Context: an optimization exercise on an open-source flow, tuned for small area, a short achievable clock period and few clock cycles per item. The choices shown serve that exercise and are no tape-out recipe.
Where RTL was checked, it was by simulation tests only, not by an equivalence proof against the original.
For runs 4 and 5, only the layout was checked, not whether the RTL still works.
Power and IR drop assume default switching activity.

$ cat flow/config.mk
export PLATFORM = sky130hd
export DESIGN_NAME = mesh_duplicate_filter_relay_unit
export DESIGN_NICKNAME = mesh_duplicate_filter_relay_unit
export VERILOG_FILES = /design/flow/design.v
export SDC_FILE = /design/flow/constraint.sdc
export NUM_CORES = 4
export LEC_CHECK = 0
export ABC_AREA = 1
export CAP_MARGIN = 20
export CORE_MARGIN = 2
export CORE_UTILIZATION = 55
export CTS_BUF_LIST = sky130_fd_sc_hd__clkbuf_16
export CTS_CLUSTER_DIAMETER = 70
export CTS_CLUSTER_SIZE = 30
export HOLD_SLACK_MARGIN = 0
export SETUP_SLACK_MARGIN = 4.0
export SLEW_MARGIN = 20
export TNS_END_PERCENT = 5
$ cat flow/constraint.sdc
create_clock -name core_clock -period 6.0 [get_ports {clk}]
set_input_delay 1.2000 -clock core_clock [delete_from_list [all_inputs] [get_ports {clk}]]
set_output_delay 1.2000 -clock core_clock [all_outputs]
set_load 0.01 [all_outputs]
$ cat flow/design.v
package mdfr_pkg;
  localparam int unsigned MAC_W     = 48;
  localparam int unsigned ID_W      = 16;
  localparam int unsigned KIND_W    = 8;
  localparam int unsigned ACT_W     = 3;
  localparam int unsigned OCC_W     = 5;
  localparam int unsigned ENTRIES_D = 16;
  localparam logic [KIND_W-1:0] KIND_BCAST    = 8'd1;
  localparam logic [KIND_W-1:0] KIND_TARGETED = 8'd2;
  localparam logic [ACT_W-1:0] ACT_OWN      = 3'd0;
  localparam logic [ACT_W-1:0] ACT_DUP      = 3'd1;
  localparam logic [ACT_W-1:0] ACT_DELIVER  = 3'd2;
  localparam logic [ACT_W-1:0] ACT_BCAST    = 3'd3;
  localparam logic [ACT_W-1:0] ACT_TARGETED = 3'd4;
  localparam logic [ACT_W-1:0] ACT_PASS     = 3'd5;
endpackage
import mdfr_pkg::*;
module mdfr_store #(
  parameter int unsigned ENTRIES = mdfr_pkg::ENTRIES_D
) (
  input  logic                        clk,
  input  logic                        rst,
  input  logic [mdfr_pkg::MAC_W-1:0]  in_origin,
  input  logic [mdfr_pkg::ID_W-1:0]   in_id,
  input  logic                        cand,        
  output logic                        dup,         
  output logic                        ins,         
  output logic [ENTRIES-1:0]          live,        
  output logic [ENTRIES-1:0]          live_ins     
);
  logic [mdfr_pkg::MAC_W-1:0] s_origin [ENTRIES];
  logic [mdfr_pkg::ID_W-1:0]  s_id     [ENTRIES];
  logic [ENTRIES-1:0]         nz;
  logic [ENTRIES-1:0]         nz_ins;
  logic [mdfr_pkg::MAC_W-1:0] f_origin;    
  logic [mdfr_pkg::ID_W-1:0]  f_id;
  logic                       f_idnz;
  logic [ENTRIES-1:0]         hit_in;      
  logic                       hit_prev_in; 
  logic [ENTRIES-1:0]         hit_r;
  logic                       hit_prev_r;
  logic [ENTRIES-1:0]         moved;       
  logic [ENTRIES-1:0]         shen;
  logic [ENTRIES-1:0]         hit;
  always_comb begin
    for (int i = 0; i < ENTRIES; i++) begin
      hit_in[i] = (s_id[i] == in_id) && (s_origin[i] == in_origin);
    end
  end
  assign hit_prev_in = (f_id == in_id) && (f_origin == in_origin);
  always_ff @(posedge clk) begin
    f_origin   <= in_origin;
    f_id       <= in_id;
    f_idnz     <= (in_id != '0);
    hit_r      <= hit_in;
    hit_prev_r <= hit_prev_in;
    moved      <= shen;
  end
  always_comb begin
    hit[0] = live[0] && (moved[0] ? hit_prev_r : hit_r[0]);
    for (int i = 1; i < ENTRIES; i++) begin
      hit[i] = live[i] && (moved[i] ? hit_r[i-1] : hit_r[i]);
    end
  end
  assign dup = |hit;
  assign ins = cand && !dup;
  always_comb begin
    shen[0] = ins;
    for (int i = 1; i < ENTRIES; i++) begin
      shen[i] = ins && live[i-1];
    end
  end
  always_comb begin
    nz_ins[0] = f_idnz;
    for (int i = 1; i < ENTRIES; i++) begin
      nz_ins[i] = live[i-1] || nz[i];
    end
    live_ins[0] = nz_ins[0];
    for (int i = 1; i < ENTRIES; i++) begin
      live_ins[i] = live_ins[i-1] && nz_ins[i];
    end
  end
  always_ff @(posedge clk) begin
    if (shen[0]) begin
      s_origin[0] <= f_origin;
      s_id[0]     <= f_id;
    end
    for (int i = 1; i < ENTRIES; i++) begin
      if (shen[i]) begin
        s_origin[i] <= s_origin[i-1];
        s_id[i]     <= s_id[i-1];
      end
    end
  end
  always_ff @(posedge clk) begin
    if (rst) begin
      nz   <= '0;
      live <= '0;
    end else if (ins) begin
      nz   <= nz_ins;
      live <= live_ins;
    end
  end
endmodule
import mdfr_pkg::*;
module mdfr_ctrl #(
  parameter int unsigned W = 8
) (
  input  logic         clk,
  input  logic         rst,
  input  logic         take,        
  input  logic         push,
  input  logic [W-1:0] push_data,
  output logic         in_ready,
  output logic         out_valid,
  input  logic         out_ready,
  output logic [W-1:0] out_data
);
  logic [W-1:0] q1, q2;
  logic [1:0]   fc;         
  logic [1:0]   cnt;        
  logic         pop;
  logic [1:0]   fc_pop, fc_next;
  logic [2:0]   cnt_next;
  assign pop      = out_valid && out_ready;
  assign fc_pop   = fc - {1'b0, pop};
  assign fc_next  = fc_pop + {1'b0, push};
  assign cnt_next = {1'b0, cnt} + {2'b0, take} - {2'b0, pop};
  always_ff @(posedge clk) begin
    if (rst) begin
      fc        <= '0;
      cnt       <= '0;
      out_valid <= 1'b0;
      in_ready  <= 1'b1;
    end else begin
      fc        <= fc_next;
      cnt       <= cnt_next[1:0];
      out_valid <= (fc_next != 2'd0);
      in_ready  <= (cnt_next <= 3'd2);
    end
  end
  always_ff @(posedge clk) begin
    if (push && fc_pop == 2'd0) out_data <= push_data;
    else if (pop)               out_data <= q1;
    if (push && fc_pop == 2'd1) q1 <= push_data;
    else if (pop)               q1 <= q2;
    if (push && fc_pop == 2'd2) q2 <= push_data;
  end
endmodule
import mdfr_pkg::*;
module mesh_duplicate_filter_relay_unit #(
  parameter int unsigned ENTRIES = mdfr_pkg::ENTRIES_D
) (
  input  logic                        clk,
  input  logic                        rst,
  input  logic                        cfg_we,
  input  logic [mdfr_pkg::MAC_W-1:0]  cfg_wdata,    
  input  logic                        s_tvalid,
  output logic                        s_tready,
  input  logic [159:0]                s_tdata,      
  input  logic [7:0]                  s_tuser,      
  output logic                        m_tvalid,
  input  logic                        m_tready,
  output logic [7:0]                  m_tdata,      
  output logic [2:0]                  m_tuser       
);
  logic [MAC_W-1:0]   self_mac;
  logic               take;
  logic               v2;          
  logic               cand2;       
  logic               own2;
  logic [ACT_W-1:0]   act_new2;    
  logic [ACT_W-1:0]   act_new_in;
  logic               own_in;
  logic               dup, ins;
  logic [ENTRIES-1:0] live, live_ins;
  logic [OCC_W-1:0]   occ;
  logic [ACT_W-1:0]   act;
  logic [7:0]         out_data;
  assign take   = s_tvalid && s_tready;
  assign own_in = (s_tdata[47:0] == self_mac);
  always_comb begin
    if (s_tdata[95:48] == self_mac)          act_new_in = ACT_DELIVER;
    else if (s_tuser == KIND_BCAST)          act_new_in = ACT_BCAST;
    else if (s_tuser == KIND_TARGETED)       act_new_in = ACT_TARGETED;
    else                                     act_new_in = ACT_PASS;
  end
  always_ff @(posedge clk) begin
    if (rst) begin
      self_mac <= '0;
      v2       <= 1'b0;
      cand2    <= 1'b0;
    end else begin
      if (cfg_we) self_mac <= cfg_wdata;
      v2    <= take;
      cand2 <= take && !own_in;
    end
  end
  always_ff @(posedge clk) begin
    own2     <= own_in;
    act_new2 <= act_new_in;
  end
  mdfr_store #(.ENTRIES(ENTRIES)) u_store (
    .clk       (clk),
    .rst       (rst),
    .in_origin (s_tdata[47:0]),
    .in_id     (s_tdata[111:96]),
    .cand      (cand2),
    .dup       (dup),
    .ins       (ins),
    .live      (live),
    .live_ins  (live_ins)
  );
  logic [OCC_W-1:0] occ_old, occ_new;
  always_comb begin
    occ_old = '0;
    occ_new = '0;
    for (int i = 0; i < ENTRIES - 1; i++) begin
      if (live[i] && !live[i+1])         occ_old = OCC_W'(i + 1);
      if (live_ins[i] && !live_ins[i+1]) occ_new = OCC_W'(i + 1);
    end
    if (live[ENTRIES-1])     occ_old = OCC_W'(ENTRIES);
    if (live_ins[ENTRIES-1]) occ_new = OCC_W'(ENTRIES);
  end
  assign occ     = ins ? occ_new : occ_old;
  assign act     = own2 ? ACT_OWN : (dup ? ACT_DUP : act_new2);
  mdfr_ctrl #(.W(8)) u_ctrl (
    .clk       (clk),
    .rst       (rst),
    .take      (take),
    .push      (v2),
    .push_data ({act, occ}),
    .in_ready  (s_tready),
    .out_valid (m_tvalid),
    .out_ready (m_tready),
    .out_data  (out_data)
  );
  assign m_tuser = out_data[7:5];
  assign m_tdata = {3'b000, out_data[4:0]};
endmodule
$ cat flow/flow/run.sh
#!/bin/bash
# Standard ORFS layout with two changes: port buffers are the smallest plain buffer (the
# resizer still upsizes where timing needs it) and clock tree synthesis adds no dummy loads.
set -euo pipefail
export BUFFER_PORTS_ARGS="-buffer_cell sky130_fd_sc_hd__buf_1"
export CTS_ARGS="-sink_clustering_enable -repair_clock_nets -sink_clustering_size 30 -sink_clustering_max_diameter 70 -buf_list sky130_fd_sc_hd__clkbuf_16 -dont_use_dummy_load"
bash standard.sh finish > flow.log 2>&1
$ cat flow/standard.sh
#!/bin/bash
# synth_recipe.tcl (not shown) runs the flow's synth.tcl, then flattens the netlist and writes it again
# the make line also repeats each setting of config.mk as NAME=value (left out here)
make -C /OpenROAD-flow-scripts/flow DESIGN_CONFIG=/design/flow/config.mk WORK_HOME=/design/flow/orfs CLKGATE_MAP_FILE= SYNTH_SCRIPT=/design/flow/synth_recipe.tcl "${@:-finish}"
==> run summary, run 1 <==
| Result | Reported |
| --- | --- |
| Run status | no timing/DRC/antenna violations |
| Number of hold-repair buffers added at the cts stage | 0 |
| Top cell type's share of synthesized area | 60.4% |
| Internal power | 12.6 mW |
| Net Switching | 4.19 mW |
| Most common cell after layout, fill and taps aside | sky130_fd_sc_hd__edfxtp_1 |
| Core outline area | 93600 µm² |
| Placed Instances | 5199 |
| Vias after detailed routing | 32900 |
| Insertion delay to the later sink of the worst-skew pair | 0.67 ns |
| Seq. cell area | 35300 µm² |
| Maximum level of the CTS H-tree | 3 |
| Area of the multi-input gates | 17600 µm² |
| Number of global-route vias before repair | 31700 |
| Sequential cell fraction of total power | 58.7% |
| Die width | 312 µm |
| Die footprint | 97300 µm² |
| Effective utilization at floorplan | 55.7% |
| Worst Tran Pin Value | 1.00 ns |
| Post-detailed-placement half-perimeter wirelength | 99.6 mm |
| Final worst-path setup slack | 3.61 ns |
| Number of distinct library cell variants in the gate-level netlist after synthesis | 50 |
| Cell area after synthesis | 52100 µm² |
| Worst hold path cell count | 0 |
| Combinational Power Share | 13.9% |
| CP peak stage delay | 0.44 ns |
| Count of endpoints failing hold in the final timing report | 0 |
| CTS Buf Count | 66 |
| Maxcap violations | 0 |
| Port bufs | 182 |
| Avg WL per Cell | 27.2 µm |
| Cell Rows | 112 |
| Number of remaining DRC errors | 0 |
| PD cells | 266 nW/µm² |
| Post-layout total power | 16.8 mW |
| First-pass GRT wire length | 208 mm |
| Number of warnings issued by yosys | 5 |
| Worst-path cell chain | clkbuf_2 > clkbuf_16 > nand2_1 > o2111ai_1 > nor4_4 > nand4_1 > nor2_4 |
| Final core utilization | 67.4% |
| Final global-route overflow total | 0 |
| Library cell with the largest summed area after synthesis | sky130_fd_sc_hd__edfxtp_1 |
| DR iter-0 viols | 3604 |
| Layout cells sized above 1 | 23.1% |
| Maximum clock path buffer count | 3 |
| First-pass detailed-route iteration total | 7 |
| Timing-limited maximum frequency | 419 MHz |
| Gate count after technology mapping | 3861 |
| Die span in y | 312 µm |
| Unrepaired setup endpoints after global routing | yes |
| Type of the tightest min-delay check | reg -> reg |
| Portion of total power attributed to the clock network | 27.4% |
| Growth of design area from synthesis to finish | 21.0% |
| GP Congestion | 0.902 |
| Post-layout instance count excluding filler cells | 5628 |
| Worst clock skew on the final layout | 0.0484 ns |
| Switching share of total power | 25.0% |
| Critical path endpoint category | flop |
| Total Neg Setup Slack | 0 ns |
| Final Critical Period | 2.39 ns |
| DP Worst Slack | 1.96 ns |
| Required @ worst endpoint | 6.54 ns |
| Largest vdd supply drop | 234 µV |
| LEAKAGE | 20.6 nW |
| Maximum number of pins on one net before global-route repair | 73 |
| Clock transition at the registers of the reported paths | 0.12 ns |
| Mean instance size in the synthesized netlist | 13.5 µm² |
| Final net count | 4598 |
| Cell with the biggest individual delay on the critical path | sky130_fd_sc_hd__nor4_4 |
| Via-per-instance ratio | 5.84 |
| # clock sinks | 1237 |
| Final slew viol count | 0 |
| Highest-count cells in the layout ignoring fill and taps | sky130_fd_sc_hd__edfxtp_1 (1048), sky130_fd_sc_hd__xnor2_1 (792), sky130_fd_sc_hd__nand2_1 (359) |
| Clock root cell | sky130_fd_sc_hd__clkbuf_16 |
| Largest fanout on the critical path | 10 |
| Top-Level Pins | 234 |
| Share of the yosys chip area belonging to registers | 67.6% |
| Number of cells traversed by the worst register-to-register path | 12 |
| Detailed Route WL | 153 mm |
| Number of setup violations in the final report | 0 |
| Synthesis-stage register bit count | 1237 |
| Setup crit start kind | input port |
| TritonCTS clock tree | done |
| Layout filler cell count | 6775 |
| Antenna Nets Post-Route | 0 |
| Number of antenna violations at the first check in global routing | 8 |
| Remaining max-slew budget at the tightest pin | 32.4% |
| GRT Resource Usage Total | 29.3% |
| Critical path class | in -> reg |
| Final cycle utilization of the critical path | 39.8% |
| Cell types occupying the most area after synthesis | sky130_fd_sc_hd__edfxtp_1 (60%), sky130_fd_sc_hd__xnor2_1 (14%), sky130_fd_sc_hd__dfxtp_1 (7.3%) |
| Crit path DAT | 2.93 ns |
[flip-flops by register name, summed over array words and instances, names as in the netlist, 2 cells and up]
register and flops:
act_new2 3, self_mac 48, u_ctrl.cnt 2, u_ctrl.fc 2
u_ctrl.out_data 8, u_ctrl.q1 8, u_ctrl.q2 8, u_store.f_id 16
u_store.f_origin 48, u_store.hit_r 16, u_store.live 15, u_store.moved 16
u_store.nz 16, u_store.s_id 256, u_store.s_origin 768
[path summary, 6_finish.rpt]
check / from / to / slack [ns]
worst max-delay path: s_tdata[30] / u_store.hit_r[2]$_DFF_P_ / 3.61
worst min-delay path: u_store.f_origin[23]$_DFF_P_ / u_store.s_origin[0][23]$_DFFE_PP_ / 0.42
worst max register to register: u_store.hit_r[6]$_DFF_P_ / u_store.s_origin[6][41]$_DFFE_PP_ / 3.68
worst min register to register: u_store.f_origin[23]$_DFF_P_ / u_store.s_origin[0][23]$_DFFE_PP_ / 0.42
[cell families after synthesis]
logic type,synth area share [%]
and+or+nand+nor,11.2
adders and majority gates,0.134
AOI/OAI and AO/OA,3.32
DFF,67.6
xor gates and xnor gates,15.4
buffers and inverters,2.36
other,0.00719
[what timing repair did]
action                                  CTS  global route
resized for setup                       280           514
cloned                                   40            34
pin swaps                                35           147
setup endpoints to repair              1195          1197
buffers inserted                        109           176
endpoints found under the hold margin     0             0
[metal layers]
layer	GRT usage, %	vias to the layer above	routed length (µm)
met5	0	-	27
met4	13.6	4	8270
met3	3.37	287	12200
met2	48.5	1455	71900
met1	39.1	16400	60900
li1	-	14700	-
[critical path, delay by kind of cell]
family	cells	cell delay [ns]
compound gates	1	0.18
simple gates	4	1.17
buf+inv	2	0.36
[cells in the mapped netlist (all sizes together)]
cell and number:
edfxtp 1048, clkbuf 67, ha 4, o2111ai 90, or2 162, nand4 248
nor4 79, conb 1, nor3b 2, nand2 396, buf 103, fa 1
clkinv 2, a2111oi 1, a41oi 1, nor2 196, inv 118, dfxtp 189
xnor2 845, o22ai 1, nor4b 1, o21ai 90, a221oi 1, o221ai 2
o21bai 1, a22oi 1, nor3 41, a21oi 33, a31oi 2, xor2 69
nand3 33, a211oi 5, o211ai 11, o21a 17
[layout make-up]
cell class                 instances  area share (%)
inverter                         120           0.926
antenna                            4          0.0159
timing repair buffer             581            9.93
timing repair inverter            17           0.208
sequential                      1237            55.9
clock buffer                      66            2.62
tap                             1254            2.49
multi-input combinational       2349            27.9
[metrics by stage]
stage	area [µm²]	hold slack [ns]
2_1_floorplan	52400	0.423
6_report	63100	0.419
3_5_place_dp	54400	0.435
5_1_grt	63100	0.423
4_1_cts	58700	0.421
3_3_place_gp	54400	0.431
[power by group through the flow]
stage               sequential (mW)  clock (mW)  combinational (mW)
finish                         9.84        4.59                2.34
global route                   9.87        4.94                2.47
CTS                            9.83        4.63                1.93
detailed placement             10.0           0                1.65
global placement               10.0           0                1.61
floorplan                      9.96           0                1.15
Testbench counts, summed over its fixed seeds: cycles 3,216, items 3,200.
==> run 2, diff against run 1 <==
==> flow/flow/run.sh (replaced) <==
#!/bin/bash
# Standard ORFS layout with two changes: port buffers are the smallest plain buffer (the
# resizer still upsizes where timing needs it) and clock tree synthesis adds no dummy loads.
set -euo pipefail
export BUFFER_PORTS_ARGS="-buffer_cell sky130_fd_sc_hd__buf_1"
export CTS_ARGS="-sink_clustering_enable -repair_clock_nets -sink_clustering_size 20 -sink_clustering_max_diameter 60 -buf_list sky130_fd_sc_hd__clkbuf_16 -dont_use_dummy_load"
bash standard.sh finish > flow.log 2>&1
--- a/flow/config.mk
+++ b/flow/config.mk
@@ -10,8 +10,8 @@
 export CORE_MARGIN = 2
 export CORE_UTILIZATION = 55
 export CTS_BUF_LIST = sky130_fd_sc_hd__clkbuf_16
-export CTS_CLUSTER_DIAMETER = 70
-export CTS_CLUSTER_SIZE = 30
+export CTS_CLUSTER_DIAMETER = 60
+export CTS_CLUSTER_SIZE = 20
 export HOLD_SLACK_MARGIN = 0
 export SETUP_SLACK_MARGIN = 4.0
 export SLEW_MARGIN = 20
==> run 2 against run 1 <==
Critical path depth shrank 6. Non-clock buffer count is 25 lower. Wire length fell by 0.77%. Combinational power about the same. Die area unchanged. Synthesized cell count is the same. Highest routed layer is now met4.
==> run summary, run 2 <==
| Result | Reported |
| --- | --- |
| FFs w/ async S/R, synth | 0% |
| Top-Level Pins | 234 |
| # clock sinks | 1237 |
| Post-layout total power | 17.6 mW |
| Final global-route overflow total | 0 |
| Layout filler cell count | 6717 |
| Leading cell types by count after synthesis | sky130_fd_sc_hd__edfxtp_1 (1048), sky130_fd_sc_hd__xnor2_1 (845), sky130_fd_sc_hd__nand2_1 (389) |
| First-pass GRT wire length | 209 mm |
| Seq. cell area | 35300 µm² |
| Worst-path cell chain | buf_1 |
| Share of the yosys chip area belonging to registers | 67.6% |
| Unrepaired setup endpoints after global routing | yes |
| Die span in y | 312 µm |
| First-pass detailed-route iteration total | 7 |
| Crit path DAT | 1.13 ns |
| Number of setup violations in the final report | 0 |
| Cell Rows | 112 |
| Final slew viol count | 0 |
| Run status | no timing/DRC/antenna violations |
| Detailed Route WL | 152 mm |
| Maximum clock path buffer count | 3 |
| Avg WL per Cell | 27.0 µm |
| GP Congestion | 0.902 |
| Critical path endpoint category | primary output |
| Delay-heaviest family, CP | flip-flops |
| Area of the multi-input gates | 17500 µm² |
| Number of remaining DRC errors | 0 |
| Layout cells sized above 1 | 22.9% |
| Most common cell after layout, fill and taps aside | sky130_fd_sc_hd__edfxtp_1 |
| Register bank with the most flops | u_store.s_origin |
| Final net count | 4600 |
| Type of the tightest min-delay check | reg -> reg |
| EDFF count, synth | 1048 |
| Cell area after synthesis | 52100 µm² |
| Required @ worst endpoint | 4.80 ns |
| Top cell type's share of synthesized area | 60.4% |
| Post-detailed-placement half-perimeter wirelength | 99.6 mm |
| Post-layout instance count excluding filler cells | 5628 |
| Die footprint | 97300 µm² |
| Number of hold-repair buffers added at the cts stage | 0 |
| Effective utilization at floorplan | 55.7% |
| Via-per-instance ratio | 5.80 |
| Number of warnings issued by yosys | 5 |
| Vias after detailed routing | 32700 |
| Cell with the biggest individual delay on the critical path | sky130_fd_sc_hd__edfxtp_1 |
| Clock transition at the registers of the reported paths | 0.08 ns |
| Slack of the worst reg-to-reg path | 3.68 ns |
| Worst Tran Pin Value | 1.08 ns |
| Growth of design area from synthesis to finish | 21.9% |
| DR iter-0 viols | 3086 |
| Largest vdd supply drop | 237 µV |
| Regs by FF count | u_store.s_origin: 768 flops, u_store.s_id: 256 flops |
| Final Critical Period | 2.33 ns |
| Maximum level of the CTS H-tree | 3 |
| Clock root cell | sky130_fd_sc_hd__clkbuf_16 |
| Maxcap violations | 0 |
| Maximum number of pins on one net before global-route repair | 73 |
| Leading register cell type out of synthesis | sky130_fd_sc_hd__edfxtp_1 |
| CP Buf/Inv Count | 1 |
| Gate count after technology mapping | 3861 |
| Number of global-route vias before repair | 32000 |
| Highest-count cells in the layout ignoring fill and taps | sky130_fd_sc_hd__edfxtp_1 (1048), sky130_fd_sc_hd__xnor2_1 (799), sky130_fd_sc_hd__nand2_1 (367) |
| Core outline area | 93600 µm² |
| Critical path class | reg -> out |
| Timing-limited maximum frequency | 430 MHz |
| Total Neg Setup Slack | 0 ns |
| Library cell with the largest summed area after synthesis | sky130_fd_sc_hd__edfxtp_1 |
| GRT Resource Usage Total | 29.4% |
| CTS Buf Count | 92 |
| Synthesis-stage register bit count | 1237 |
| Remaining max-slew budget at the tightest pin | 27.5% |
| Max reg flops | 768 |
| Final cycle utilization of the critical path | 38.8% |
| Leading cell type by number of instances after synthesis | sky130_fd_sc_hd__edfxtp_1 |
| Setup crit start kind | flop |
| Number of antenna violations at the first check in global routing | 3 |
| Placed Instances | 5199 |
| Cell types occupying the most area after synthesis | sky130_fd_sc_hd__edfxtp_1 (60%), sky130_fd_sc_hd__xnor2_1 (14%), sky130_fd_sc_hd__dfxtp_1 (7.3%) |
| Worst clock skew on the final layout | 0.0492 ns |
| Mean instance size in the synthesized netlist | 13.5 µm² |
| LEAKAGE | 20.8 nW |
| Port bufs | 182 |
| CP peak stage delay | 0.36 ns |
| Die width | 312 µm |
| Number of distinct library cell variants in the gate-level netlist after synthesis | 50 |
| Count of endpoints failing hold in the final timing report | 0 |
| TritonCTS clock tree | done |
| PD cells | 277 nW/µm² |
| Antenna Nets Post-Route | 0 |
| Insertion delay to the later sink of the worst-skew pair | 0.66 ns |
| Largest fanout on the critical path | 1 |
run 2: area by class of cell:
class,instances,area share [%]
sequential,1237,55.5
multi-input combinational,2349,27.5
timing repair buffer,556,9.70
clock buffer,92,3.62
tap,1254,2.47
inverter,120,0.917
timing repair inverter,18,0.254
antenna,2,0.00788
run 2: cells by family after synthesis:
kind of cell               synth area share [%]
DFF                                        67.6
AOI/OAI and AO/OA                          3.32
buffers and inverters                      2.36
xor gates and xnor gates                   15.4
and+or+nand+nor                            11.2
adders and majority gates                 0.134
other                                   0.00719
run 2: where the power goes:
group / leakage (nW) / total (mW) / internal, mW / switching [mW]
Combinational: 8.63 / 2.31 / 0.971 / 1.33
Clock: 1.13 / 5.45 / 2.70 / 2.75
Sequential: 11.0 / 9.85 / 9.62 / 0.223
Total: 20.8 / 17.6 / 13.3 / 4.31
run 2: final timing paths:
check / startpoint / cells past startpoint / endpoint
worst max-delay path: u_ctrl.out_data[2]$_DFFE_PP_ / 1 / m_tdata[2]
worst min-delay path: u_store.s_origin[6][7]$_DFFE_PP_ / 0 / u_store.s_origin[7][7]$_DFFE_PP_
worst max register to register: u_store.live[5]$_SDFFE_PP0P_ / 13 / u_store.s_origin[1][8]$_DFFE_PP_
worst min register to register: u_store.s_origin[6][7]$_DFFE_PP_ / 0 / u_store.s_origin[7][7]$_DFFE_PP_
run 2: stage by stage:
step           hold slack, ns  setup slack [ns]  area [µm²]  util (%)
3_5_place_dp            0.435              1.96       54400      58.1
6_report                0.431              3.67       63600      67.9
5_1_grt                 0.436              3.59       63500      67.9
3_3_place_gp            0.431              1.90       54400      58.1
2_1_floorplan           0.423              3.37       52400         -
4_1_cts                 0.429              3.62       59400      63.4
run 2: timing repair:
action,4_1_cts,5_1_grt
endpoints found under the setup margin,1196,1201
pin swaps,36,135
gates resized for setup,279,501
setup buffers,100,164
gates cloned,39,32
run 2: per-layer routing:
layer | track usage (%) | up-vias | routed length [µm]
met2 | 48.7 | 1386 | 71600
met4 | 13.8 | 0 | 8740
met3 | 3.44 | 308 | 10600
met5 | 0 | - | 0
met1 | 39.2 | 16200 | 61100
li1 | - | 14700 | -
==> run 3, diff against run 2 <==
==> flow/flow/run.sh (replaced) <==
#!/bin/bash
# Standard ORFS layout with two changes: port buffers are the smallest plain buffer (the
# resizer still upsizes where timing needs it) and clock tree synthesis adds no dummy loads.
set -euo pipefail
export BUFFER_PORTS_ARGS="-buffer_cell sky130_fd_sc_hd__buf_1"
export CTS_ARGS="-sink_clustering_enable -repair_clock_nets -sink_clustering_size 20 -sink_clustering_max_diameter 50 -buf_list {sky130_fd_sc_hd__clkbuf_8 sky130_fd_sc_hd__clkbuf_16} -dont_use_dummy_load"
bash standard.sh finish > flow.log 2>&1
--- a/flow/config.mk
+++ b/flow/config.mk
@@ -9,8 +9,8 @@
 export CAP_MARGIN = 20
 export CORE_MARGIN = 2
 export CORE_UTILIZATION = 55
-export CTS_BUF_LIST = sky130_fd_sc_hd__clkbuf_16
-export CTS_CLUSTER_DIAMETER = 60
+export CTS_BUF_LIST = sky130_fd_sc_hd__clkbuf_8 sky130_fd_sc_hd__clkbuf_16
+export CTS_CLUSTER_DIAMETER = 50
 export CTS_CLUSTER_SIZE = 20
 export HOLD_SLACK_MARGIN = 0
 export SETUP_SLACK_MARGIN = 4.0
==> run 3 against run 2 <==
Critical path depth increased by 5. Worst setup slack lost 0.10 ns. Fmax is 4.2% lower. Wire length is 1.7% lower. Final area is 0.24% higher. Die area stayed put.
==> run summary, run 3 <==
| Result | Reported |
| --- | --- |
| Run status | no timing/DRC/antenna violations |
| Clock root cell | sky130_fd_sc_hd__clkbuf_16 |
| Port bufs | 182 |
| Final core utilization | 68.1% |
| Number of distinct library cell variants in the gate-level netlist after synthesis | 50 |
| Post-detailed-placement half-perimeter wirelength | 99.6 mm |
| Post-layout instance count excluding filler cells | 5624 |
| Avg WL per Cell | 26.6 µm |
| Remaining max-slew budget at the tightest pin | 28.8% |
| Max reg flops | 768 |
| Net Switching | 4.50 mW |
| GP Congestion | 0.902 |
| Clock transition at the registers of the reported paths | 0.07 ns |
| Maxcap violations | 0 |
| Leading cell types by count after synthesis | sky130_fd_sc_hd__edfxtp_1 (1048), sky130_fd_sc_hd__xnor2_1 (845), sky130_fd_sc_hd__nand2_1 (389) |
| Growth of design area from synthesis to finish | 22.2% |
| Unrepaired setup endpoints after global routing | yes |
| First-pass GRT wire length | 207 mm |
| Final net count | 4597 |
| Total Neg Setup Slack | 0 ns |
| Detailed Route WL | 149 mm |
| First-pass detailed-route iteration total | 6 |
| Regs by FF count | u_store.s_origin: 768 flops, u_store.s_id: 256 flops |
| Crit path DAT | 3.05 ns |
| Final global-route overflow total | 0 |
| Maximum number of pins on one net before global-route repair | 73 |
| Largest vdd supply drop | 281 µV |
| Core outline area | 93600 µm² |
| Insertion delay to the later sink of the worst-skew pair | 0.74 ns |
| # clock sinks | 1237 |
| Leading register cell type out of synthesis | sky130_fd_sc_hd__edfxtp_1 |
| TritonCTS clock tree | done |
| Largest fanout on the critical path | 7 |
| Number of global-route vias before repair | 32000 |
| Number of antenna violations at the first check in global routing | 3 |
| FFs w/ async S/R, synth | 0% |
| Effective utilization at floorplan | 55.7% |
| Timing-limited maximum frequency | 412 MHz |
| CTS Buf Count | 132 |
| Final cycle utilization of the critical path | 40.5% |
| Worst-path cell chain | buf_4 > xnor2_1 > nand4_1 > nor4_1 > nand2_1 > nor2_2 |
| Cell area after synthesis | 52100 µm² |
| PD cells | 297 nW/µm² |
| Antenna Nets Post-Route | 0 |
| Count of endpoints failing hold in the final timing report | 0 |
| Number of warnings issued by yosys | 5 |
| Synthesis-stage register bit count | 1237 |
| Placed Instances | 5199 |
| Worst Tran Pin Value | 1.06 ns |
| Register bank with the most flops | u_store.s_origin |
| Vias after detailed routing | 32700 |
| Combinational Power Share | 11.9% |
| Leading cell type by number of instances after synthesis | sky130_fd_sc_hd__edfxtp_1 |
| Gate count after technology mapping | 3861 |
| Highest-count cells in the layout ignoring fill and taps | sky130_fd_sc_hd__edfxtp_1 (1048), sky130_fd_sc_hd__xnor2_1 (794), sky130_fd_sc_hd__nand2_1 (371) |
| EDFF count, synth | 1048 |
| Critical path class | in -> reg |
| Required @ worst endpoint | 6.62 ns |
| Cell Rows | 112 |
| Post-Route Hold Slack | 0.438 ns |
| Mean instance size in the synthesized netlist | 13.5 µm² |
| Critical path endpoint category | flop |
| Top cell type's share of synthesized area | 60.4% |
| Switching share of total power | 23.8% |
| Number of setup violations in the final report | 0 |
| DR iter-0 viols | 3295 |
| Final slew viol count | 0 |
| Type of the tightest min-delay check | reg -> reg |
| Post-layout total power | 18.9 mW |
| Share of the yosys chip area belonging to registers | 67.6% |
| Final Critical Period | 2.43 ns |
| Most common cell after layout, fill and taps aside | sky130_fd_sc_hd__edfxtp_1 |
| Top-Level Pins | 234 |
| Cell with the biggest individual delay on the critical path | sky130_fd_sc_hd__xnor2_1 |
| Number of remaining DRC errors | 0 |
| Portion of total power attributed to the clock network | 36.0% |
| Library cell with the largest summed area after synthesis | sky130_fd_sc_hd__edfxtp_1 |
| Via-per-instance ratio | 5.82 |
| Setup crit start kind | input port |
| Die span in y | 312 µm |
| Worst clock skew on the final layout | 0.0533 ns |
| GRT Resource Usage Total | 29.3% |
| CP peak stage delay | 0.59 ns |
| LEAKAGE | 20.9 nW |
| Maximum level of the CTS H-tree | 4 |
| Maximum clock path buffer count | 3 |
| Die footprint | 97300 µm² |
| Die width | 312 µm |
| Sequential cell fraction of total power | 52.1% |
| Internal power | 14.4 mW |
| Cell types occupying the most area after synthesis | sky130_fd_sc_hd__edfxtp_1 (60%), sky130_fd_sc_hd__xnor2_1 (14%), sky130_fd_sc_hd__dfxtp_1 (7.3%) |
| Layout cells sized above 1 | 23.3% |
==> run 3: cell families (layout without fill, tap and decap cells) <==
| kind of cell | count (synthesis) | count (layout) | share of synthesized area (%) |
|---|---|---|---|
| DFF | 1237 | 1237 | 67.6 |
| AOI/OAI and AO/OA | 256 | 256 | 3.32 |
| and+or+nand+nor | 1158 | 1170 | 11.2 |
| xor gates and xnor gates | 914 | 914 | 15.4 |
| adders and majority gates | 5 | 5 | 0.134 |
| other | 1 | 4 | 0.00719 |
| buffers and inverters | 290 | 784 | 2.36 |
==> run 3: worst max-delay path: cells and delay by family <==
family	cells	cell delay, ns
xor gates and xnor gates	1	0.59
and+or+nand+nor	4	1.06
buffers and inverters	1	0.18
==> run 3: path summary, 6_finish.rpt <==
path	start	endpoint	slack, ns	cells past startpoint
max reg2reg	u_store.hit_r[4]$_DFF_P_	u_store.s_id[8][15]$_DFFE_PP_	3.67	11
min	u_store.f_origin[34]$_DFF_P_	u_store.s_origin[0][34]$_DFFE_PP_	0.44	0
max	s_tdata[21]	u_store.hit_r[1]$_DFF_P_	3.57	6
min reg2reg	u_store.f_origin[34]$_DFF_P_	u_store.s_origin[0][34]$_DFFE_PP_	0.44	0
==> run 3: through the flow <==
step	setup WS [ns]	cell area [µm²]
4_1_cts	3.53	59800
3_5_place_dp	1.96	54400
2_1_floorplan	3.37	52400
5_1_grt	3.51	63700
3_3_place_gp	1.90	54400
6_report	3.57	63700
==> run 3: metal layers <==
layer / GRT usage, % / part of all wire, % / vias up
li1: - / - / 14700
met1: 38.3 / 41 / 16400
met5: 0 / 0 / -
met3: 4.57 / 7.0 / 299
met2: 48.4 / 47 / 1325
met4: 13.7 / 5.0 / 0
==> run 3: cell type report <==
cell class / instances / area (µm²)
repair buffers: 513 / 5240
inverters: 120 / 583
repair inverters: 19 / 150
well taps: 1254 / 1570
clock buffers: 132 / 3300
diodes: 1 / 2.50
flip-flops and latches: 1237 / 35300
multi-input cells: 2348 / 17600
fillers: 6671 / 29900
==> run 3: power groups by stage <==
stage	clock network [mW]	registers, mW	logic, mW
floorplan	0	9.96	1.15
global placement	0	10.0	1.61
detailed placement	0	10.0	1.65
CTS	6.90	9.85	1.87
global route	7.23	9.88	2.39
finish	6.81	9.86	2.24
==> run 3: timing repair <==
action                                  4_1_cts  5_1_grt
hold buffers                                  0        0
buffers inserted                             81      157
cloned                                       35       19
gates resized for setup                     199      559
endpoints found under the hold margin         0        0
pin swaps                                    26      134
endpoints found under the setup margin     1160     1191
==> run 4, diff against run 3 <==
--- a/flow/design.v
+++ b/flow/design.v
@@ -164,41 +164,50 @@
   output logic [7:0]                  m_tdata,      
   output logic [2:0]                  m_tuser       
 );
+  localparam int unsigned NP = 4;           
+  localparam int unsigned PW = MAC_W / NP;
   logic [MAC_W-1:0]   self_mac;
   logic               take;
+  logic [NP-1:0]      own_p_in, tgt_p_in;
   logic               v2;          
-  logic               cand2;       
-  logic               own2;
+  logic [NP-1:0]      own_p2, tgt_p2;
+  logic               kind_b2, kind_t2;
+  logic               own2, cand2;
   logic [ACT_W-1:0]   act_new2;    
-  logic [ACT_W-1:0]   act_new_in;
-  logic               own_in;
   logic               dup, ins;
   logic [ENTRIES-1:0] live, live_ins;
   logic [OCC_W-1:0]   occ;
   logic [ACT_W-1:0]   act;
   logic [7:0]         out_data;
-  assign take   = s_tvalid && s_tready;
-  assign own_in = (s_tdata[47:0] == self_mac);
-  always_comb begin
-    if (s_tdata[95:48] == self_mac)          act_new_in = ACT_DELIVER;
-    else if (s_tuser == KIND_BCAST)          act_new_in = ACT_BCAST;
-    else if (s_tuser == KIND_TARGETED)       act_new_in = ACT_TARGETED;
-    else                                     act_new_in = ACT_PASS;
+  assign take = s_tvalid && s_tready;
+  always_comb begin
+    for (int k = 0; k < NP; k++) begin
+      own_p_in[k] = (s_tdata[k*PW +: PW] == self_mac[k*PW +: PW]);
+      tgt_p_in[k] = (s_tdata[MAC_W + k*PW +: PW] == self_mac[k*PW +: PW]);
+    end
   end
   always_ff @(posedge clk) begin
     if (rst) begin
       self_mac <= '0;
       v2       <= 1'b0;
-      cand2    <= 1'b0;
     end else begin
       if (cfg_we) self_mac <= cfg_wdata;
-      v2    <= take;
-      cand2 <= take && !own_in;
-    end
-  end
-  always_ff @(posedge clk) begin
-    own2     <= own_in;
-    act_new2 <= act_new_in;
+      v2 <= take;
+    end
+  end
+  always_ff @(posedge clk) begin
+    own_p2  <= own_p_in;
+    tgt_p2  <= tgt_p_in;
+    kind_b2 <= (s_tuser == KIND_BCAST);
+    kind_t2 <= (s_tuser == KIND_TARGETED);
+  end
+  assign own2  = &own_p2;
+  assign cand2 = v2 && !own2;
+  always_comb begin
+    if (&tgt_p2)      act_new2 = ACT_DELIVER;
+    else if (kind_b2) act_new2 = ACT_BCAST;
+    else if (kind_t2) act_new2 = ACT_TARGETED;
+    else              act_new2 = ACT_PASS;
   end
   mdfr_store #(.ENTRIES(ENTRIES)) u_store (
     .clk       (clk),
==> flow/flow/run.sh (replaced) <==
#!/bin/bash
# Standard ORFS layout with two changes: port buffers are the smallest plain buffer (the
# resizer still upsizes where timing needs it) and clock tree synthesis adds no dummy loads.
set -euo pipefail
export BUFFER_PORTS_ARGS="-buffer_cell sky130_fd_sc_hd__buf_1"
export CTS_ARGS="-sink_clustering_enable -repair_clock_nets -sink_clustering_size 25 -sink_clustering_max_diameter 70 -buf_list sky130_fd_sc_hd__clkbuf_16 -dont_use_dummy_load"
bash standard.sh finish > flow.log 2>&1
--- a/flow/config.mk
+++ b/flow/config.mk
@@ -9,9 +9,9 @@
 export CAP_MARGIN = 20
 export CORE_MARGIN = 2
 export CORE_UTILIZATION = 55
-export CTS_BUF_LIST = sky130_fd_sc_hd__clkbuf_8 sky130_fd_sc_hd__clkbuf_16
-export CTS_CLUSTER_DIAMETER = 50
-export CTS_CLUSTER_SIZE = 20
+export CTS_BUF_LIST = sky130_fd_sc_hd__clkbuf_16
+export CTS_CLUSTER_DIAMETER = 70
+export CTS_CLUSTER_SIZE = 25
 export HOLD_SLACK_MARGIN = 0
 export SETUP_SLACK_MARGIN = 4.0
 export SLEW_MARGIN = 20
==> run 4 against run 3 <==
Still clean on timing, DRC and antenna. Total power fell by 16%. Sequential power fell by 2.8%. First-iteration DRC count rose by 2.6%. Combinational power fell by 26%. Non-clock buffer count fell by 51. Critical path depth rose by 1. Fmax fell by 3.7%. Wire length rose by 8.0%. Worst setup slack got worse by 0.093 ns. Core utilization fell by 3.3 points. Global-route usage rose by 1.7 points. Worst hold slack got worse by 0.024 ns. Highest routed layer is now met5.
==> run summary, run 4 <==
| Result | Reported |
| --- | --- |
| Final slew viol count | 0 |
| Seq. cell area | 35400 µm² |
| Remaining max-slew budget at the tightest pin | 30.7% |
| Antenna Nets Post-Route | 0 |
| Final core utilization | 64.7% |
| GRT Resource Usage Total | 31.0% |
| Largest fanout on the critical path | 19 |
| EDFF count, synth | 1048 |
| Post-Route Hold Slack | 0.413 ns |
| Number of warnings issued by yosys | 5 |
| Critical path endpoint category | flop |
| Detailed Route WL | 161 mm |
| Final net count | 4546 |
| Combinational family with the most area after synthesis | XOR/XNOR gates |
| Synthesis-stage register bit count | 1242 |
| Maximum number of pins on one net before global-route repair | 69 |
| Count of endpoints failing hold in the final timing report | 0 |
| CP peak stage delay | 0.44 ns |
| Top cell type's share of synthesized area | 60.1% |
| Share of the yosys chip area belonging to registers | 67.5% |
| Clock transition at the registers of the reported paths | 0.10 ns |
| Layout filler cell count | 7081 |
| Setup crit start kind | input port |
| Fraction of the mapped netlist area in adder cells | 0.134% |
| Critical path class | in -> reg |
| Number of setup violations in the final report | 0 |
| Effective utilization at floorplan | 55.3% |
| Port bufs | 182 |
| Register bank with the most flops | u_store.s_origin |
| Delay-heaviest family, CP | simple AND/OR/NAND/NOR gates |
| PD cells | 260 nW/µm² |
| Worst-path cell chain | buf_1 > buf_8 > xnor2_2 > nand4_1 > nor4_4 > nand3_1 > nor2_2 |
| LEAKAGE | 19.7 nW |
| Area of the multi-input gates | 17200 µm² |
| Cell types occupying the most area after synthesis | sky130_fd_sc_hd__edfxtp_1 (60%), sky130_fd_sc_hd__xnor2_1 (14%), sky130_fd_sc_hd__dfxtp_1 (7.4%) |
| Final Critical Period | 2.52 ns |
| Post-detailed-placement half-perimeter wirelength | 104 mm |
| Portion of netlist area occupied by mux cells | 0% |
| Avg WL per Cell | 28.9 µm |
| Maxcap violations | 0 |
| Library cell with the largest summed area after synthesis | sky130_fd_sc_hd__edfxtp_1 |
| Post-synthesis xor/xnor area fraction | 14.6% |
| Type of the tightest min-delay check | reg -> reg |
| First-pass GRT wire length | 215 mm |
| Max reg flops | 768 |
| Leading cell types by count after synthesis | sky130_fd_sc_hd__edfxtp_1 (1048), sky130_fd_sc_hd__xnor2_1 (826), sky130_fd_sc_hd__nand2_1 (451) |
| Number of distinct library cell variants in the gate-level netlist after synthesis | 43 |
| Gate count after technology mapping | 3923 |
| Worst Tran Pin Value | 1.04 ns |
| Maximum clock path buffer count | 3 |
| TritonCTS clock tree | done |
| Layout cells sized above 1 | 19.3% |
| FFs w/ async S/R, synth | 0% |
| Vias after detailed routing | 33200 |
| Highest-count cells in the layout ignoring fill and taps | sky130_fd_sc_hd__edfxtp_1 (1048), sky130_fd_sc_hd__xnor2_1 (791), sky130_fd_sc_hd__nand2_1 (441) |
| Die span in y | 313 µm |
| DR iter-0 viols | 3381 |
| Compound-cell area share of the yosys netlist | 3.08% |
| Worst hold start | u_store.f_origin[24]$_DFF_P_ |
| Placed Instances | 5263 |
| Number of remaining DRC errors | 0 |
| Growth of design area from synthesis to finish | 17.1% |
| Leading cell type by number of instances after synthesis | sky130_fd_sc_hd__edfxtp_1 |
| Basic-gate share of the synthesized area counting and, or, nand and nor cells | 12.4% |
| Core outline area | 94700 µm² |
| Top-Level Pins | 234 |
| # clock sinks | 1242 |
| CTS Buf Count | 68 |
| Final cycle utilization of the critical path | 42.0% |
| Total Neg Setup Slack | 0 ns |
| Largest vdd supply drop | 244 µV |
| GP Congestion | 0.914 |
| Number of antenna violations at the first check in global routing | 7 |
| Number of global-route vias before repair | 32500 |
| Worst clock skew on the final layout | 0.0567 ns |
| Critical Path Source | s_tdata[106] |
| Cell Rows | 113 |
| Crit path DAT | 3.09 ns |
| First-pass detailed-route iteration total | 7 |
| Die width | 313 µm |
| Unrepaired setup endpoints after global routing | yes |
| Insertion delay to the later sink of the worst-skew pair | 0.67 ns |
| Required @ worst endpoint | 6.57 ns |
| Post-layout instance count excluding filler cells | 5585 |
| Final global-route overflow total | 0 |
| Regs by FF count | u_store.s_origin: 768 flops, u_store.s_id: 256 flops |
| Via-per-instance ratio | 5.94 |
| Mean instance size in the synthesized netlist | 13.3 µm² |
| Maximum level of the CTS H-tree | 3 |
| Cell area after synthesis | 52400 µm² |
| Leading register cell type out of synthesis | sky130_fd_sc_hd__edfxtp_1 |
| CP Buf/Inv Count | 2 |
| Cell with the biggest individual delay on the critical path | sky130_fd_sc_hd__nand4_1 |
| Most common cell after layout, fill and taps aside | sky130_fd_sc_hd__edfxtp_1 |
| Run status | no timing/DRC/antenna violations |
| Clock root cell | sky130_fd_sc_hd__clkbuf_16 |
| Timing-limited maximum frequency | 396 MHz |
| Die footprint | 97700 µm² |
| Worst r2r src | u_store.hit_r[8]$_DFF_P_ |
## run 4: worst paths after layout
path | end | slack, ns | cells after the start
worst max-delay path | u_store.hit_r[0]$_DFF_P_ | 3.48 | 7
worst min register to register | u_store.s_origin[0][24]$_DFFE_PP_ | 0.41 | 0
worst max register to register | u_store.s_origin[1][30]$_DFFE_PP_ | 3.48 | 15
worst min-delay path | u_store.s_origin[0][24]$_DFFE_PP_ | 0.41 | 0
## run 4: per-layer routing
layer / global-route usage, % / wire length (µm)
met4: 13.6 / 8620
met3: 3.85 / 11600
met1: 37.7 / 59600
met5: 0 / 42
met2: 55.5 / 81500
## run 4: cells by family after synthesis
kind of cell	count (synthesis)
XOR/XNOR	873
flip-flops	1242
other	1
adder cells (fa/ha/maj)	5
AO/OA/AOI/OAI	239
buffers and inverters	282
AND/OR/NAND/NOR	1281
## run 4: what timing repair did
action | 4_1_cts | 5_1_grt
endpoints found under the setup margin | 1193 | 1195
pin swaps | 33 | 52
buffers inserted | 86 | 88
resized for setup | 316 | 245
hold buffers | 0 | 0
gates cloned | 46 | 32
endpoints found under the hold margin | 0 | 0
## run 4: power by group
group / leakage (nW) / total [mW] / internal (mW) / switching, mW
Combinational: 7.77 / 1.65 / 0.652 / 0.993
Sequential: 11.1 / 9.58 / 9.46 / 0.124
Clock: 0.838 / 4.71 / 2.03 / 2.68
Total: 19.7 / 15.9 / 12.1 / 3.80
## run 4: cell type report
class	instances	share of cell area [%]
Tap cell	1265	2.58
Multi-Input combinational cell	2411	28.1
Timing Repair Buffer	462	7.61
Clock buffer	68	2.77
Inverter	105	0.884
Antenna cell	2	0.00816
Sequential cell	1242	57.7
Timing Repair inverter	30	0.392
## run 4: metrics by stage
| step | setup WS (ns) | total power, mW | cell area, µm² |
|---|---|---|---|
| after global placement | 1.81 | 11.1 | 54500 |
| after CTS | 3.56 | 15.9 | 59000 |
| final | 3.48 | 15.9 | 61300 |
| after global routing | 3.40 | 16.4 | 61300 |
| after detailed placement | 1.84 | 11.1 | 54500 |
| after floorplan | 3.20 | 10.7 | 52500 |
==> run 5, diff against run 4 <==
--- a/flow/config.mk
+++ b/flow/config.mk
@@ -15,4 +15,4 @@
 export HOLD_SLACK_MARGIN = 0
 export SETUP_SLACK_MARGIN = 4.0
 export SLEW_MARGIN = 20
-export TNS_END_PERCENT = 5
+export TNS_END_PERCENT = 0
==> run 5 against run 4 <==
Final area shrank 2.3%. Sequential cell count is the same. Fmax grew 2.2%. Largest power group unchanged. Highest routed layer unchanged.
==> run summary, run 5 <==
| Result | Reported |
| --- | --- |
| Antenna Nets Post-Route | 0 |
| Clock transition at the registers of the reported paths | 0.10 ns |
| FFs w/ async S/R, synth | 0% |
| Number of cells traversed by the worst register-to-register path | 14 |
| Run status | no timing/DRC/antenna violations |
| CTS Buf Count | 70 |
| Cell area after synthesis | 52400 µm² |
| Number of global-route vias before repair | 32400 |
| Cell types occupying the most area after synthesis | sky130_fd_sc_hd__edfxtp_1 (60%), sky130_fd_sc_hd__xnor2_1 (14%), sky130_fd_sc_hd__dfxtp_1 (7.4%) |
| Die width | 313 µm |
| Detailed Route WL | 154 mm |
| Top-Level Pins | 234 |
| Core outline area | 94700 µm² |
| Timing-limited maximum frequency | 405 MHz |
| Worst hold start | u_store.f_origin[5]$_DFF_P_ |
| Setup crit start kind | input port |
| Final net count | 4472 |
| Required @ worst endpoint | 6.58 ns |
| Worst clock skew on the final layout | 0.0392 ns |
| GP Congestion | 0.920 |
| Count of endpoints failing hold in the final timing report | 0 |
| Final slew viol count | 0 |
| Synthesis-stage register bit count | 1242 |
| EDFF count, synth | 1048 |
| Leading cell types by count after synthesis | sky130_fd_sc_hd__edfxtp_1 (1048), sky130_fd_sc_hd__xnor2_1 (826), sky130_fd_sc_hd__nand2_1 (451) |
| First-pass detailed-route iteration total | 8 |
| TritonCTS clock tree | done |
| Post-detailed-placement half-perimeter wirelength | 103 mm |
| Maximum number of pins on one net before global-route repair | 69 |
| Port bufs | 182 |
| Final global-route overflow total | 0 |
| Share of the yosys chip area belonging to registers | 67.5% |
| Effective utilization at floorplan | 55.3% |
| Layout filler cell count | 7236 |
| Leading cell type by number of instances after synthesis | sky130_fd_sc_hd__edfxtp_1 |
| Regs by FF count | u_store.s_origin: 768 flops, u_store.s_id: 256 flops |
| Largest fanout on the critical path | 15 |
| Number of distinct library cell variants in the gate-level netlist after synthesis | 43 |
| Critical path endpoint category | flop |
| Growth of design area from synthesis to finish | 14.5% |
| Most common cell after layout, fill and taps aside | sky130_fd_sc_hd__edfxtp_1 |
| Clock root cell | sky130_fd_sc_hd__clkbuf_16 |
| Mean instance size in the synthesized netlist | 13.3 µm² |
| Gate count after technology mapping | 3923 |
| Die footprint | 97700 µm² |
| Vias after detailed routing | 32300 |
| Crit path DAT | 3.05 ns |
| Max reg flops | 768 |
| Seq. cell area | 35400 µm² |
| Area of the multi-input gates | 16800 µm² |
| First-pass GRT wire length | 212 mm |
| Cell Rows | 113 |
| Number of warnings issued by yosys | 5 |
| Via-per-instance ratio | 5.87 |
| DR iter-0 viols | 3177 |
| Number of remaining DRC errors | 0 |
| Highest-count cells in the layout ignoring fill and taps | sky130_fd_sc_hd__edfxtp_1 (1048), sky130_fd_sc_hd__xnor2_1 (798), sky130_fd_sc_hd__nand2_1 (443) |
| Post-layout total power | 15.9 mW |
| Type of the tightest min-delay check | reg -> reg |
| Post-Route Hold Slack | 0.430 ns |
| # clock sinks | 1242 |
| Register bank with the most flops | u_store.s_origin |
| Insertion delay to the later sink of the worst-skew pair | 0.67 ns |
| Avg WL per Cell | 27.9 µm |
| Maximum level of the CTS H-tree | 3 |
| Layout cells sized above 1 | 17.2% |
| Critical path class | in -> reg |
| Library cell with the largest summed area after synthesis | sky130_fd_sc_hd__edfxtp_1 |
| Hold Crit Endpoint | u_store.s_origin[0][5]$_DFFE_PP_ |
| Number of setup violations in the final report | 0 |
| GRT Resource Usage Total | 30.5% |
| Unrepaired setup endpoints after global routing | yes |
| PD cells | 265 nW/µm² |
| Total Neg Setup Slack | 0 ns |
| Slack of the worst reg-to-reg path | 3.56 ns |
| Worst Tran Pin Value | 0.885 ns |
| Remaining max-slew budget at the tightest pin | 40.4% |
| Top cell type's share of synthesized area | 60.1% |
| Maximum clock path buffer count | 3 |
| Largest vdd supply drop | 232 µV |
| Critical R2R Capture | u_store.s_origin[2][17]$_DFFE_PP_ |
| Worst r2r src | u_store.live[11]$_SDFFE_PP0P_ |
| Count of inserted antenna diode cells | 0 |
| Final cycle utilization of the critical path | 41.1% |
| Leading register cell type out of synthesis | sky130_fd_sc_hd__edfxtp_1 |
| Final Critical Period | 2.47 ns |
| Number of antenna violations at the first check in global routing | 9 |
| Worst hold path cell count | 0 |
| Maxcap violations | 0 |
| Die span in y | 313 µm |
| LEAKAGE | 19.0 nW |
==> run 5: cell counts after synthesis <==
Identical to the previous run, type by type.
==> run 5: kinds of logic (layout without fill, tap and decap cells) <==
kind of cell | Yosys count | after routing | share of synthesized area, %
and+or+nand+nor | 1281 | 1287 | 12.4
AOI/OAI and AO/OA | 239 | 239 | 3.08
adders and majority gates | 5 | 5 | 0.134
xor gates and xnor gates | 873 | 873 | 14.6
other | 1 | 3 | 0.00716
DFF | 1242 | 1242 | 67.5
buffers and inverters | 282 | 595 | 2.30
==> run 5: layout make-up <==
type	instances	area share (%)
timing repair inverter	22	0.294
tap	1265	2.64
sequential	1242	59.0
clock buffer	70	2.92
timing repair buffer	398	6.18
multi-input combinational	2407	28.1
inverter	105	0.858
==> run 5: where the power goes <==
part	internal (mW)	leakage (nW)	switching, mW	total, mW
Sequential	9.46	11.0	0.121	9.58
Clock	2.09	0.863	2.68	4.76
Combinational	0.590	7.11	0.942	1.53
Total	12.1	19.0	3.74	15.9
==> run 5: critical path: stages <==
cell and delay (ns):
sky130_fd_sc_hd__buf_1 0.08, sky130_fd_sc_hd__buf_6 0.20, sky130_fd_sc_hd__xnor2_2 0.38, sky130_fd_sc_hd__nand4_1 0.22, sky130_fd_sc_hd__nor4_4 0.48, sky130_fd_sc_hd__nand2_1 0.30
sky130_fd_sc_hd__nor2_1 0.17
==> run 5: per-layer routing <==
layer,vias up,track usage (%),wire length (µm)
li1,14500,-,-
met1,16500,37.4,58100
met2,1056,54.8,79300
met4,6,12.8,7530
met5,-,0,38
met3,248,3.38,8750
==> run 5: how the worst max path moves through the flow <==
stage / startpoint / end / slack (ns) / cells after the start
floorplan: u_store.live[11]$_SDFFE_PP0P_ / u_store.s_id[9][0]$_DFFE_PP_ / 3.20 / 12
finish: s_tdata[109] / u_store.hit_prev_r$_DFF_P_ / 3.53 / 7
detailed placement: s_tdata[111] / u_store.hit_r[2]$_DFF_P_ / 1.77 / 7
CTS: u_store.hit_r[11]$_DFF_P_ / u_store.s_origin[4][22]$_DFFE_PP_ / 3.60 / 14
global placement: s_tdata[111] / u_store.hit_r[2]$_DFF_P_ / 1.77 / 7
global route: u_store.live[11]$_SDFFE_PP0P_ / u_store.s_id[10][8]$_DFFE_PP_ / 3.49 / 13
==> run 5: what timing repair did <==
item,CTS,global route
resized for setup,334,56
setup endpoints to repair,1189,1183
hold buffers,0,0
pin swaps,39,20
buffers inserted,100,19
gates cloned,41,13
==> run 5: per-stage QoR <==
| step | cell area, µm² | utilization (%) | cells | setup WS (ns) |
|---|---|---|---|---|
| after floorplan | 52500 | - | 3925 | 3.20 |
| after global placement | 54500 | 57.6 | 5265 | 1.77 |
| after detailed placement | 54600 | 57.6 | 5266 | 1.77 |
| after CTS | 59300 | 62.6 | 5477 | 3.60 |
| after global routing | 59900 | 63.3 | 5509 | 3.49 |
| final | 59900 | 63.3 | 5509 | 3.53 |
==> run 6, diff against run 5 <==
--- a/flow/design.v
+++ b/flow/design.v
@@ -35,31 +35,37 @@
   logic [mdfr_pkg::MAC_W-1:0] f_origin;    
   logic [mdfr_pkg::ID_W-1:0]  f_id;
   logic                       f_idnz;
-  logic [ENTRIES-1:0]         hit_in;      
-  logic                       hit_prev_in; 
-  logic [ENTRIES-1:0]         hit_r;
-  logic                       hit_prev_r;
+  localparam int unsigned LO_W = mdfr_pkg::MAC_W / 3;
+  logic [ENTRIES-1:0]         hit_lo_in, hit_hi_in;      
+  logic                       prev_lo_in, prev_hi_in;    
+  logic [ENTRIES-1:0]         hit_lo_r, hit_hi_r;
+  logic                       prev_lo_r, prev_hi_r;
   logic [ENTRIES-1:0]         moved;       
   logic [ENTRIES-1:0]         shen;
   logic [ENTRIES-1:0]         hit;
   always_comb begin
     for (int i = 0; i < ENTRIES; i++) begin
-      hit_in[i] = (s_id[i] == in_id) && (s_origin[i] == in_origin);
-    end
-  end
-  assign hit_prev_in = (f_id == in_id) && (f_origin == in_origin);
-  always_ff @(posedge clk) begin
-    f_origin   <= in_origin;
-    f_id       <= in_id;
-    f_idnz     <= (in_id != '0);
-    hit_r      <= hit_in;
-    hit_prev_r <= hit_prev_in;
-    moved      <= shen;
-  end
-  always_comb begin
-    hit[0] = live[0] && (moved[0] ? hit_prev_r : hit_r[0]);
-    for (int i = 1; i < ENTRIES; i++) begin
-      hit[i] = live[i] && (moved[i] ? hit_r[i-1] : hit_r[i]);
+      hit_lo_in[i] = (s_id[i] == in_id) && (s_origin[i][LO_W-1:0] == in_origin[LO_W-1:0]);
+      hit_hi_in[i] = (s_origin[i][mdfr_pkg::MAC_W-1:LO_W] == in_origin[mdfr_pkg::MAC_W-1:LO_W]);
+    end
+  end
+  assign prev_lo_in = (f_id == in_id) && (f_origin[LO_W-1:0] == in_origin[LO_W-1:0]);
+  assign prev_hi_in = (f_origin[mdfr_pkg::MAC_W-1:LO_W] == in_origin[mdfr_pkg::MAC_W-1:LO_W]);
+  always_ff @(posedge clk) begin
+    f_origin  <= in_origin;
+    f_id      <= in_id;
+    f_idnz    <= (in_id != '0);
+    hit_lo_r  <= hit_lo_in;
+    hit_hi_r  <= hit_hi_in;
+    prev_lo_r <= prev_lo_in;
+    prev_hi_r <= prev_hi_in;
+    moved     <= shen;
+  end
+  always_comb begin
+    hit[0] = live[0] && (moved[0] ? (prev_lo_r && prev_hi_r) : (hit_lo_r[0] && hit_hi_r[0]));
+    for (int i = 1; i < ENTRIES; i++) begin
+      hit[i] = live[i] && (moved[i] ? (hit_lo_r[i-1] && hit_hi_r[i-1])
+                                    : (hit_lo_r[i] && hit_hi_r[i]));
     end
   end
   assign dup = |hit;
@@ -164,50 +170,41 @@
   output logic [7:0]                  m_tdata,      
   output logic [2:0]                  m_tuser       
 );
-  localparam int unsigned NP = 4;           
-  localparam int unsigned PW = MAC_W / NP;
   logic [MAC_W-1:0]   self_mac;
   logic               take;
-  logic [NP-1:0]      own_p_in, tgt_p_in;
   logic               v2;          
-  logic [NP-1:0]      own_p2, tgt_p2;
-  logic               kind_b2, kind_t2;
-  logic               own2, cand2;
+  logic               cand2;       
+  logic               own2;
   logic [ACT_W-1:0]   act_new2;    
+  logic [ACT_W-1:0]   act_new_in;
+  logic               own_in;
   logic               dup, ins;
   logic [ENTRIES-1:0] live, live_ins;
   logic [OCC_W-1:0]   occ;
   logic [ACT_W-1:0]   act;
   logic [7:0]         out_data;
-  assign take = s_tvalid && s_tready;
-  always_comb begin
-    for (int k = 0; k < NP; k++) begin
-      own_p_in[k] = (s_tdata[k*PW +: PW] == self_mac[k*PW +: PW]);
-      tgt_p_in[k] = (s_tdata[MAC_W + k*PW +: PW] == self_mac[k*PW +: PW]);
-    end
+  assign take   = s_tvalid && s_tready;
+  assign own_in = (s_tdata[47:0] == self_mac);
+  always_comb begin
+    if (s_tdata[95:48] == self_mac)          act_new_in = ACT_DELIVER;
+    else if (s_tuser == KIND_BCAST)          act_new_in = ACT_BCAST;
+    else if (s_tuser == KIND_TARGETED)       act_new_in = ACT_TARGETED;
+    else                                     act_new_in = ACT_PASS;
   end
   always_ff @(posedge clk) begin
     if (rst) begin
       self_mac <= '0;
       v2       <= 1'b0;
+      cand2    <= 1'b0;
     end else begin
       if (cfg_we) self_mac <= cfg_wdata;
-      v2 <= take;
-    end
-  end
-  always_ff @(posedge clk) begin
-    own_p2  <= own_p_in;
-    tgt_p2  <= tgt_p_in;
-    kind_b2 <= (s_tuser == KIND_BCAST);
-    kind_t2 <= (s_tuser == KIND_TARGETED);
-  end
-  assign own2  = &own_p2;
-  assign cand2 = v2 && !own2;
-  always_comb begin
-    if (&tgt_p2)      act_new2 = ACT_DELIVER;
-    else if (kind_b2) act_new2 = ACT_BCAST;
-    else if (kind_t2) act_new2 = ACT_TARGETED;
-    else              act_new2 = ACT_PASS;
+      v2    <= take;
+      cand2 <= take && !own_in;
+    end
+  end
+  always_ff @(posedge clk) begin
+    own2     <= own_in;
+    act_new2 <= act_new_in;
   end
   mdfr_store #(.ENTRIES(ENTRIES)) u_store (
     .clk       (clk),
==> run 6 against run 5 <==
Area after synthesis barely moved. Final area fell by 1.2%. Total power up 2.7%. First-iteration DRC count increased by 13%. Final cell count decreased by 0.91%. Wire length shrank 9.8%. Die area hardly changed. Non-clock buffer count is 3 higher. Synthesized cell count decreased by 1.5%. Register-to-register slack better by 0.09 ns. Worst setup slack improved by 0.047 ns. Clock power fell by 3%. Largest power group unchanged.
==> run summary, run 6 <==
| Result | Reported |
| --- | --- |
| Final cycle utilization of the critical path | 40.4% |
| Number of distinct library cell variants in the gate-level netlist after synthesis | 53 |
| Worst Tran Pin Value | 0.848 ns |
| Cell with the biggest individual delay on the critical path | sky130_fd_sc_hd__nor4_1 |
| Worst hold start | u_store.s_origin[12][17]$_DFFE_PP_ |
| Number of remaining DRC errors | 0 |
| Area of placed instances | 54700 µm² |
| CP peak stage delay | 0.36 ns |
| DP Worst Slack | 1.94 ns |
| Run status | no timing/DRC/antenna violations |
| Critical path class | in -> reg |
| Die width | 313 µm |
| Worst hold path cell count | 0 |
| Effective utilization at floorplan | 55.3% |
| Layout filler cell count | 7165 |
| Library cell with the largest summed area after synthesis | sky130_fd_sc_hd__edfxtp_1 |
| First-pass detailed-route iteration total | 6 |
| Crit path DAT | 2.95 ns |
| Largest fanout on the critical path | 19 |
| Placed Instances | 5227 |
| Number of hold-repair buffers added at the cts stage | 0 |
| Number of warnings issued by yosys | 5 |
| Final worst-path setup slack | 3.58 ns |
| Largest vdd supply drop | 215 µV |
| Number of global-route vias before repair | 31700 |
| First-pass GRT wire length | 200 mm |
| Hold Crit Endpoint | u_store.s_origin[13][17]$_DFFE_PP_ |
| Detailed Route WL | 139 mm |
| PD cells | 275 nW/µm² |
| Clock root cell | sky130_fd_sc_hd__clkbuf_16 |
| Number of setup violations in the final report | 0 |
| Vias after detailed routing | 31700 |
| Final net count | 4420 |
| Growth of design area from synthesis to finish | 13.1% |
| CTS Buf Count | 69 |
| Mean instance size in the synthesized netlist | 13.6 µm² |
| Gate count after technology mapping | 3864 |
| Antenna Nets Post-Route | 0 |
| GP Congestion | 0.968 |
| Maximum level of the CTS H-tree | 3 |
| Maximum number of pins on one net before global-route repair | 69 |
| Timing-limited maximum frequency | 413 MHz |
| Core outline area | 94700 µm² |
| Final slew viol count | 0 |
| LEAKAGE | 19.9 nW |
| Total Neg Setup Slack | 0 ns |
| Maximum clock path buffer count | 3 |
| Required @ worst endpoint | 6.53 ns |
| Type of the tightest min-delay check | reg -> reg |
| Leading cell type by number of instances after synthesis | sky130_fd_sc_hd__edfxtp_1 |
| Most common cell after layout, fill and taps aside | sky130_fd_sc_hd__edfxtp_1 |
| Number of cells traversed by the worst register-to-register path | 11 |
| Final design area excluding fillers | 59200 µm² |
| Clock transition at the registers of the reported paths | 0.09 ns |
| Critical path endpoint category | flop |
| Count of endpoints failing hold in the final timing report | 0 |
| Final global-route overflow total | 0 |
| Avg WL per Cell | 25.4 µm |
| FFs w/ async S/R, synth | 0% |
| Worst r2r src | u_store.live[6]$_SDFFE_PP0P_ |
| Cell types occupying the most area after synthesis | sky130_fd_sc_hd__edfxtp_1 (60%), sky130_fd_sc_hd__xor2_1 (9.4%), sky130_fd_sc_hd__dfxtp_1 (7.9%) |
| Leading register cell type out of synthesis | sky130_fd_sc_hd__edfxtp_1 |
| Share of the yosys chip area belonging to registers | 68.0% |
| Post-Route Hold Slack | 0.442 ns |
| Cell area after synthesis | 52400 µm² |
| Setup crit start kind | input port |
| Synthesis-stage register bit count | 1254 |
| Via-per-instance ratio | 5.81 |
| Final Critical Period | 2.42 ns |
| Final core utilization | 62.5% |
| Remaining max-slew budget at the tightest pin | 43.4% |
-- run 6: changes by cell type after synthesis, moves of 17 or more --
cell,change
sky130_fd_sc_hd__nor2_1,+79
sky130_fd_sc_hd__xor2_1,+513
sky130_fd_sc_hd__nand4_1,-122
sky130_fd_sc_hd__clkbuf_1,-20
sky130_fd_sc_hd__o2111ai_1,-67
sky130_fd_sc_hd__inv_1,+149
sky130_fd_sc_hd__nor4_1,+55
sky130_fd_sc_hd__xnor2_1,-536
sky130_fd_sc_hd__nand2_1,-249
sky130_fd_sc_hd__a211oi_1,+17
sky130_fd_sc_hd__or2_2,-138
sky130_fd_sc_hd__o22ai_1,+111
sky130_fd_sc_hd__a221oi_1,+119
-- run 6: timing repair --
item                                    4_1_cts  5_1_grt
buffers inserted                             98       21
pin swaps                                    36       13
endpoints found under the setup margin     1216     1172
resized for setup                           196       50
gates cloned                                 32        9
-- run 6: kinds of logic after synthesis --
kind of cell / after synthesis / share of synthesized area [%]
AOI/OAI and AO/OA: 405 / 5.35
xor gates and xnor gates: 850 / 14.2
adders and majority gates: 5 / 0.134
buffers and inverters: 421 / 3.32
DFF: 1254 / 68.0
other: 1 / 0.00716
and+or+nand+nor: 928 / 8.99
-- run 6: worst max-delay path by stage --
stage,to,from
finish,u_store.hit_hi_r[5]$_DFF_P_,s_tdata[30]
global route,u_store.hit_hi_r[12]$_DFF_P_,s_tdata[17]
CTS,u_store.s_id[14][7]$_DFFE_PP_,u_store.hit_hi_r[6]$_DFF_P_
detailed placement,cand2$_SDFF_PP0_,s_tdata[21]
global placement,cand2$_SDFF_PP0_,s_tdata[21]
floorplan,u_store.s_id[1][0]$_DFFE_PP_,u_store.hit_lo_r[14]$_DFF_P_
-- run 6: layout make-up --
type                    count  area [µm²]  share of cell area (%)
inverters                 251        1050                    1.77
flip-flops and latches   1254       35600                    60.1
multi-input cells        2214       15800                    26.7
repair buffers            401        3400                    5.74
repair inverters            3        22.5                  0.0380
well taps                1265        1580                    2.67
diodes                      2        5.00                 0.00845
clock buffers              69        1730                    2.92
-- run 6: power breakdown --
part           switching (mW)  internal (mW)  total (mW)  leakage, nW
registers               0.180           9.66        9.84         11.2
clock network            2.59           2.06        4.64        0.850
logic                    1.16          0.664        1.83         7.93
-- run 6: worst max-delay path: cells and delay by family --
kind                      cells  cell delay [ns]
buffers and inverters         2             0.61
and+or+nand+nor               3             0.90
xor gates and xnor gates      1             0.23
-- run 6: layer usage --
| layer | GRT usage, % | vias to the layer above | share of wire [%] |
|---|---|---|---|
| met5 | 0 | - | 0 |
| met4 | 10.1 | 0 | 3.8 |
| met3 | 3.86 | 269 | 6.8 |
| met2 | 47.1 | 1345 | 48 |
| met1 | 37.5 | 15600 | 41 |
| li1 | - | 14500 | - |
Testbench counts of run 6, summed over its fixed seeds: cycles 3,216, items 3,200.

port drivers added, routing unchanged:
No port has a modelled driver above. Below, the same layouts with a new extraction and two added sets of constraints.
Step 1 assumes that a clkbuf_16 drives the clock port and a buf_2 every other input.
Step 2 times the ports against the registers' clock, not the clock port: input delays grow and output delays shrink by t, the midpoint of the rising clock arrivals with the driver on.
Slacks: ideal ports / drivers / drivers and shift; pairs: ideal ports / drivers.
| run | t (ns) | setup WS [ns] |
|---|---|---|
| run 1 | 0.712 | 3.612 / 3.567 / 2.940 |
| run 2 | 0.709 | 3.674 / 3.603 / 3.001 |
| run 3 | 0.786 | 3.571 / 3.515 / 2.820 |
| run 4 | 0.726 | 3.478 / 3.480 / 2.813 |
| run 5 | 0.718 | 3.531 / 3.561 / 2.852 |
| run 6 | 0.702 | 3.579 / 3.614 / 2.914 |
After both steps every run listed still meets setup and hold.
